Context: an optimization exercise on an open-source flow, tuned for small area. The choices shown serve that exercise and are no tape-out recipe. Function was checked by simulation only, so behaviour that the tests miss may differ from the original. The flow treats the clock pin as an ideal source. Dropping or thinning the clock tree relies on that and would not hold on a real chip. No activity file was given, so power comes from the tool's default toggle rates.

== run 1 ==
==> flow/design.v (excerpt) <==
module zone_color_detector (
  input  logic        clk,
  input  logic        reset,
  input  logic        frame_start,
  input  logic        pix_valid,
  input  logic [15:0] pix_data,
  input  logic [4:0]  r_min,
  input  logic [5:0]  g_max,
  input  logic [4:0]  b_max,
  input  logic [4:0]  r_minus_g,
  input  logic [4:0]  r_minus_b,
  output logic [8:0]  zone_hit,
  output logic [3:0]  hit_count,
  output logic        result_valid,
  output logic        frame_abort
);
  localparam int SRW = zone_det_pkg::SRW;
  localparam int SGW = zone_det_pkg::SGW;
  logic [8:0] x_q, x_d;
  logic [7:0] y_q, y_d;
  logic       post, idle_st, comp, step, inc;
  logic [4:0] t_a, t_c, t_d, t_e;
  logic [5:0] t_g;
  logic [SRW-1:0] ra_q, rb_q, rc_q, ba_q, bb_q, bc_q;
  logic [SGW-1:0] ga_q, gb_q, gc_q;
  logic [SRW-1:0] r_sum, b_sum, op_r, op_b;
  logic [SGW-1:0] g_sum, op_g;
  logic           ci_r, ci_g, ci_b, co_r, co_g, co_b;
  logic       fail_q, seen_q;
  logic [8:0] pend_q, zone_hit_q;
  logic       result_valid_q, frame_abort_q;
  logic       win_x, win_row, grp, clr_row, rot, clr, x_end;
  logic [4:0] v;
  logic [2:0] l;
  logic [3:0] blk;
  logic [4:0] off;
  logic       ph, race;
  assign post    = (y_q[7:4] == 4'hF);           
  ...
export LEC_CHECK = 0
export CAP_MARGIN = 0
export CORE_MARGIN = 2
export CORE_UTILIZATION = 75
export SLEW_MARGIN = 0
create_clock -name core_clock -period 10.0 [get_ports {clk}]
standard.sh (not shown) runs the stock make flow with config.mk's settings and CLKGATE_MAP_FILE= SYNTH_SCRIPT=/design/flow/synth_recipe.tcl, a recipe that flattens the netlist after the stock synthesis.
==> flow/flow/run.sh <==
#!/bin/bash
# The standard layout (standard.sh), with these changes to how it is made:
#  - ports are buffered with sky130_fd_sc_hd__buf_1 instead of the resizer's
#    default choice;
#  - the clock tree is built by flow/clock_tree.tcl (a root buffer and one
#    buffer per cluster of flip-flops, each sized for its load) in place of
#    TritonCTS, which adds dummy loads and more buffers than needed.
# All tool output goes to standard.log (and ORFS's own logs under orfs/logs).
export BUFFER_PORTS_ARGS="-buffer_cell sky130_fd_sc_hd__buf_1"
export PRE_CTS_TCL="$(pwd)/flow/clock_tree.tcl"
export CT_NBUF=16 CT_SLEW=0.115 CT_ROOT=sky130_fd_sc_hd__clkbuf_8
bash standard.sh > standard.log 2>&1
==> flow/flow/clock_tree.tcl <==
# Small clock tree, built before CTS in place of TritonCTS: the clock port
# drives one root buffer, which drives CT_NBUF clock buffers, each driving
# the flip-flops of one cluster of
# the placement (k-means on the flip-flop positions, seeded by recursive
# median splits). Each buffer is then sized up from CT_CELLS until its
# estimated output slew is below CT_SLEW (ns).
set ct_nbuf 16
if { [info exists ::env(CT_NBUF)] } { set ct_nbuf $::env(CT_NBUF) }
set ct_cells {sky130_fd_sc_hd__clkbuf_2 sky130_fd_sc_hd__clkbuf_4 sky130_fd_sc_hd__clkbuf_8 sky130_fd_sc_hd__clkbuf_16}
if { [info exists ::env(CT_CELLS)] } { set ct_cells $::env(CT_CELLS) }
set ct_slew 0.100
if { [info exists ::env(CT_SLEW)] } { set ct_slew $::env(CT_SLEW) }

proc ct_split { pts n axis } {
  if { $n <= 1 || [llength $pts] < 2 } { return [list $pts] }
  set s [lsort -real -index $axis $pts]
  set na [expr { $n / 2 }]
  set h [expr { ([llength $s] * $na) / $n }]
  set ax [expr { 3 - $axis }]
  return [concat [ct_split [lrange $s 0 [expr { $h - 1 }]] $na $ax] \
                 [ct_split [lrange $s $h end] [expr { $n - $na }] $ax]]
}

proc ct_centre { grp } {
  set sx 0.0; set sy 0.0
  foreach p $grp { set sx [expr { $sx + [lindex $p 1] }]; set sy [expr { $sy + [lindex $p 2] }] }
  return [list [expr { $sx / [llength $grp] }] [expr { $sy / [llength $grp] }]]
}

set ct_block [ord::get_db_block]
set ct_clk [$ct_block findNet clk]
set ct_pts {}
foreach it [$ct_clk getITerms] {
  set bb [[$it getInst] getBBox]
  lappend ct_pts [list $it [expr { ([$bb xMin] + [$bb xMax]) / 2.0 }] [expr { ([$bb yMin] + [$bb yMax]) / 2.0 }]]
}
set ct_groups [ct_split $ct_pts $ct_nbuf 1]
# k-means refinement (Manhattan distance), at most 20 passes
for { set pass 0 } { $pass < 20 } { incr pass } {
  set cs {}
  foreach g $ct_groups { if { [llength $g] > 0 } { lappend cs [ct_centre $g] } }
  set ng {}
  foreach c $cs { lappend ng {} }
  foreach p $ct_pts {
    set best 0; set bd 1e30; set k 0
    foreach c $cs {
      set d [expr { abs([lindex $p 1] - [lindex $c 0]) + abs([lindex $p 2] - [lindex $c 1]) }]
      if { $d < $bd } { set bd $d; set best $k }
      incr k
    }
    lset ng $best [concat [lindex $ng $best] [list $p]]
  }
  set ct_groups $ng
}
puts "clock_tree: [llength $ct_pts] sinks, [llength $ct_groups] buffers"
set ct_master [[ord::get_db] findMaster [lindex $ct_cells 0]]
set ct_bufs {}
set ct_i 0
foreach grp $ct_groups {
  if { [llength $grp] == 0 } { continue }
  set c [ct_centre $grp]
  set buf [odb::dbInst_create $ct_block $ct_master clkbuf_ct_$ct_i]
  set net [odb::dbNet_create $ct_block clknet_ct_$ct_i]
  $net setSigType CLOCK
  [$buf findITerm A] connect $ct_clk
  [$buf findITerm X] connect $net
  foreach p $grp {
    set it [lindex $p 0]
    $it disconnect
    $it connect $net
  }
  $buf setLocation [expr { int([lindex $c 0]) }] [expr { int([lindex $c 1]) }]
  $buf setPlacementStatus PLACED
  lappend ct_bufs clkbuf_ct_$ct_i
  incr ct_i
}
# root buffer at the centre of the leaf buffers
set sx 0.0; set sy 0.0
foreach b $ct_bufs {
  set loc [[$ct_block findInst $b] getLocation]
  set sx [expr { $sx + [lindex $loc 0] }]; set sy [expr { $sy + [lindex $loc 1] }]
}
set ct_root sky130_fd_sc_hd__clkbuf_4
if { [info exists ::env(CT_ROOT)] } { set ct_root $::env(CT_ROOT) }
set root [odb::dbInst_create $ct_block [[ord::get_db] findMaster $ct_root] clkbuf_ct_root]
set rnet [odb::dbNet_create $ct_block clknet_ct_root]
$rnet setSigType CLOCK
foreach b $ct_bufs {
  set it [[$ct_block findInst $b] findITerm A]
  $it disconnect
  $it connect $rnet
}
[$root findITerm A] connect $ct_clk
[$root findITerm X] connect $rnet
$root setLocation [expr { int($sx / [llength $ct_bufs]) }] [expr { int($sy / [llength $ct_bufs]) }]
$root setPlacementStatus PLACED
$ct_clk setSigType CLOCK
set_propagated_clock [all_clocks]
# size each buffer
foreach cell [lrange $ct_cells 1 end] {
  estimate_parasitics -placement
  foreach b $ct_bufs {
    if { [get_property [get_pins $b/X] slew_max] > $ct_slew } {
      replace_cell [get_cells $b] [get_lib_cells $cell]
    }
  }
}
estimate_parasitics -placement
foreach b [concat $ct_bufs clkbuf_ct_root] {
  set inst [$ct_block findInst $b]
  puts "clock_tree: $b [[$inst getMaster] getName] sinks [expr { [llength [[[$inst findITerm X] getNet] getITerms]] - 1 }] slew [get_property [get_pins $b/X] slew_max]"
}

proc clock_tree_synthesis { args } {
  set_propagated_clock [all_clocks]
}
Run 1 reached the end of the flow, and the finished layout is clean on the timing, DRC and antenna checks.
The following lists how run 2 was set up differently from run 1:
--- a/flow/flow/run.sh
+++ b/flow/flow/run.sh
@@ -11 +11 @@
-export CT_NBUF=16 CT_SLEW=0.115 CT_ROOT=sky130_fd_sc_hd__clkbuf_8
+export CT_NBUF=16 CT_SLEW=0.110 CT_ROOT=sky130_fd_sc_hd__clkbuf_8
--- a/flow/config.mk
+++ b/flow/config.mk
@@ -8 +8 @@
-export CAP_MARGIN = 0
+export CAP_MARGIN = 20
@@ -10,2 +10,2 @@
-export CORE_UTILIZATION = 75
-export SLEW_MARGIN = 0
+export CORE_UTILIZATION = 60
+export SLEW_MARGIN = 20
### Flow results
- When run 2 is measured against run 1, its count of routing violations after the opening detailed-route iteration turns out about 45% higher.
- Compared to run 1, the router laid down more metal wire for run 2.
- Run 2 vs run 1 on post-layout instance count excluding filler cells: run 2 is the higher one.
- Run 1 → run 2: met2 layer usage reported by global route dropped 9.2 points; compound-cell area share of the yosys netlist barely changed; worst setup slack climbed 0.052 ns.
--- input diff run 2..run 3 ---
--- a/flow/flow/run.sh
+++ b/flow/flow/run.sh
@@ -11 +11 @@
-export CT_NBUF=16 CT_SLEW=0.110 CT_ROOT=sky130_fd_sc_hd__clkbuf_8
+export CT_NBUF=16 CT_SLEW=0.115 CT_ROOT=sky130_fd_sc_hd__clkbuf_8
--- a/flow/config.mk
+++ b/flow/config.mk
@@ -10 +10 @@
-export CORE_UTILIZATION = 60
+export CORE_UTILIZATION = 75
==> notes.md <==
- When run 3 is measured against run 2, its wire length turns out 150 microns lower.
- On clock insertion delay at the later pin of the skew report, run 2 and run 3 are neck and neck.
- Total power (run 3 over run 2): decrease, 0.018 mW
- [run 3] global-route usage rose 4.9 points relative to run 2
- Going from run 2 to run 3, final critical delay including setup and external delays increased by 0.052 ns relative to the old numbers, maximum frequency decreased about 0.7%, die outline width down 11 microns.
- Sort run 2 and run 3 by worst setup slack desc -> top: run 2
- The sequential power of run 3 and that of run 2 are within noise of each other.
- From run 3 to run 2, post-cts sizing count did not move at all.
--- input diff run 3..run 4 ---
--- a/flow/config.mk
+++ b/flow/config.mk
@@ -10 +10 @@
-export CORE_UTILIZATION = 75
+export CORE_UTILIZATION = 90
### Flow results
Run 4 terminated abnormally: 5_1_grt reported GRT-0232. As far as count of port buffers added during placement goes, run 4 and run 3 are indistinguishable; the numbers are identical. Diff run 3 -> run 4: count of different cell masters after synthesis level, post-cts resize count roughly the same. Delta(die outline width, run 4 - run 3) < 0. From run 4 to run 3, number of buffers inserted by post-CTS setup repair did not move at all. Post-placement cell count: run 4 < run 3. Summary of run 4 over run 3: last weighted congestion value of the routability-driven placer -1.9%, initial core utilization up 15 points, post-DP HPWL picked up an extra 3.9 mm.
## Diff of input files: run 5 against run 4
--- a/flow/flow/run.sh
+++ b/flow/flow/run.sh
@@ -7 +7,4 @@
-#    TritonCTS, which adds dummy loads and more buffers than needed.
+#    TritonCTS, which adds dummy loads and more buffers than needed;
+#  - the buffers that synthesis (abc) inserted are removed at floorplan
+#    (REMOVE_ABC_BUFFERS), and global placement is not timing-driven, so
+#    the resizer's repair after placement alone buffers what needs it.
@@ -9,0 +13 @@
+export REMOVE_ABC_BUFFERS=1
--- a/flow/config.mk
+++ b/flow/config.mk
@@ -10 +10 @@
-export CORE_UTILIZATION = 90
+export CORE_UTILIZATION = 75
## What came out
- In summary, run 5 completed successfully, with a layout that passed the timing, DRC and antenna checks.
- Starting utilization of the core area ends up higher on run 4.
- Run 4 -> run 5: die outline height increased by a little under 10%
- Of run 5 and run 4, run 4 shows the lower worst slack at placement, with run 5 above it.
Setup changes, run 5 to run 6
--- a/flow/flow/run.sh
+++ b/flow/flow/run.sh
@@ -7,4 +7 @@
-#    TritonCTS, which adds dummy loads and more buffers than needed;
-#  - the buffers that synthesis (abc) inserted are removed at floorplan
-#    (REMOVE_ABC_BUFFERS), and global placement is not timing-driven, so
-#    the resizer's repair after placement alone buffers what needs it.
+#    TritonCTS, which adds dummy loads and more buffers than needed.
@@ -13 +9,0 @@
-export REMOVE_ABC_BUFFERS=1
@@ -15 +11 @@
-export CT_NBUF=16 CT_SLEW=0.115 CT_ROOT=sky130_fd_sc_hd__clkbuf_8
+export CT_NBUF=12 CT_SLEW=0.115 CT_ROOT=sky130_fd_sc_hd__clkbuf_8
Results
- Result: PASS for each of run 6 and run 5
- There was hardly any difference in clock power between run 6 and run 5.
- Between run 5 and run 6, the final area figures differ only marginally.
- Comparing run 6 with run 5, the layout overhead on the synthesized area came out essentially unchanged.
- Compared with run 5, run 6 shows first-iteration DRC count that has gone down by a few percent.
- Master of the slowest instance on the critical path = sky130_fd_sc_hd__or4b_4: run 5; master of the slowest instance on the critical path = sky130_fd_sc_hd__nand2_1: run 6
- The run with more routed wire is run 5, not run 6.
- On power after layout: between run 6 and run 5, it ends up higher for run 5.
The clock cells of run 1, run 2, run 3, run 5 and run 6 come from the design's own scripts or RTL, not from TritonCTS.

==> static timing again, ports no longer ideal <==
The results above use ideal ports. As a check the final layouts listed here were re-extracted and re-timed, cells and wires unchanged.
Step 1 (the two cells are an assumption about what drives the block):
set clk [get_ports {clk}]
set_driving_cell -lib_cell sky130_fd_sc_hd__clkbuf_16 $clk
set_driving_cell -lib_cell sky130_fd_sc_hd__buf_2 [delete_from_list [all_inputs] $clk]
Step 2 times the ports against the registers' clock, not the clock port: input delays grow and output delays shrink by t, the midpoint of the rising clock arrivals with the driver on.
Three values: ideal, step 1, step 2; two values: the first two.
| run | t (ns) | slack for setup (ns) | slew at the worst register clock pin (ns) |
|---|---|---|---|
| run 1 | 0.470 | 2.417 / 2.429 / 1.959 | 0.11 / 0.11 |
| run 2 | 0.469 | 2.469 / 2.481 / 2.012 | 0.11 / 0.11 |
| run 3 | 0.470 | 2.417 / 2.429 / 1.959 | 0.11 / 0.11 |
| run 5 | 0.462 | 2.695 / 2.695 / 2.289 | 0.11 / 0.11 |
| run 6 | 0.458 | 2.419 / 2.428 / 1.970 | 0.11 / 0.11 |
After both steps every run listed still meets setup and hold.
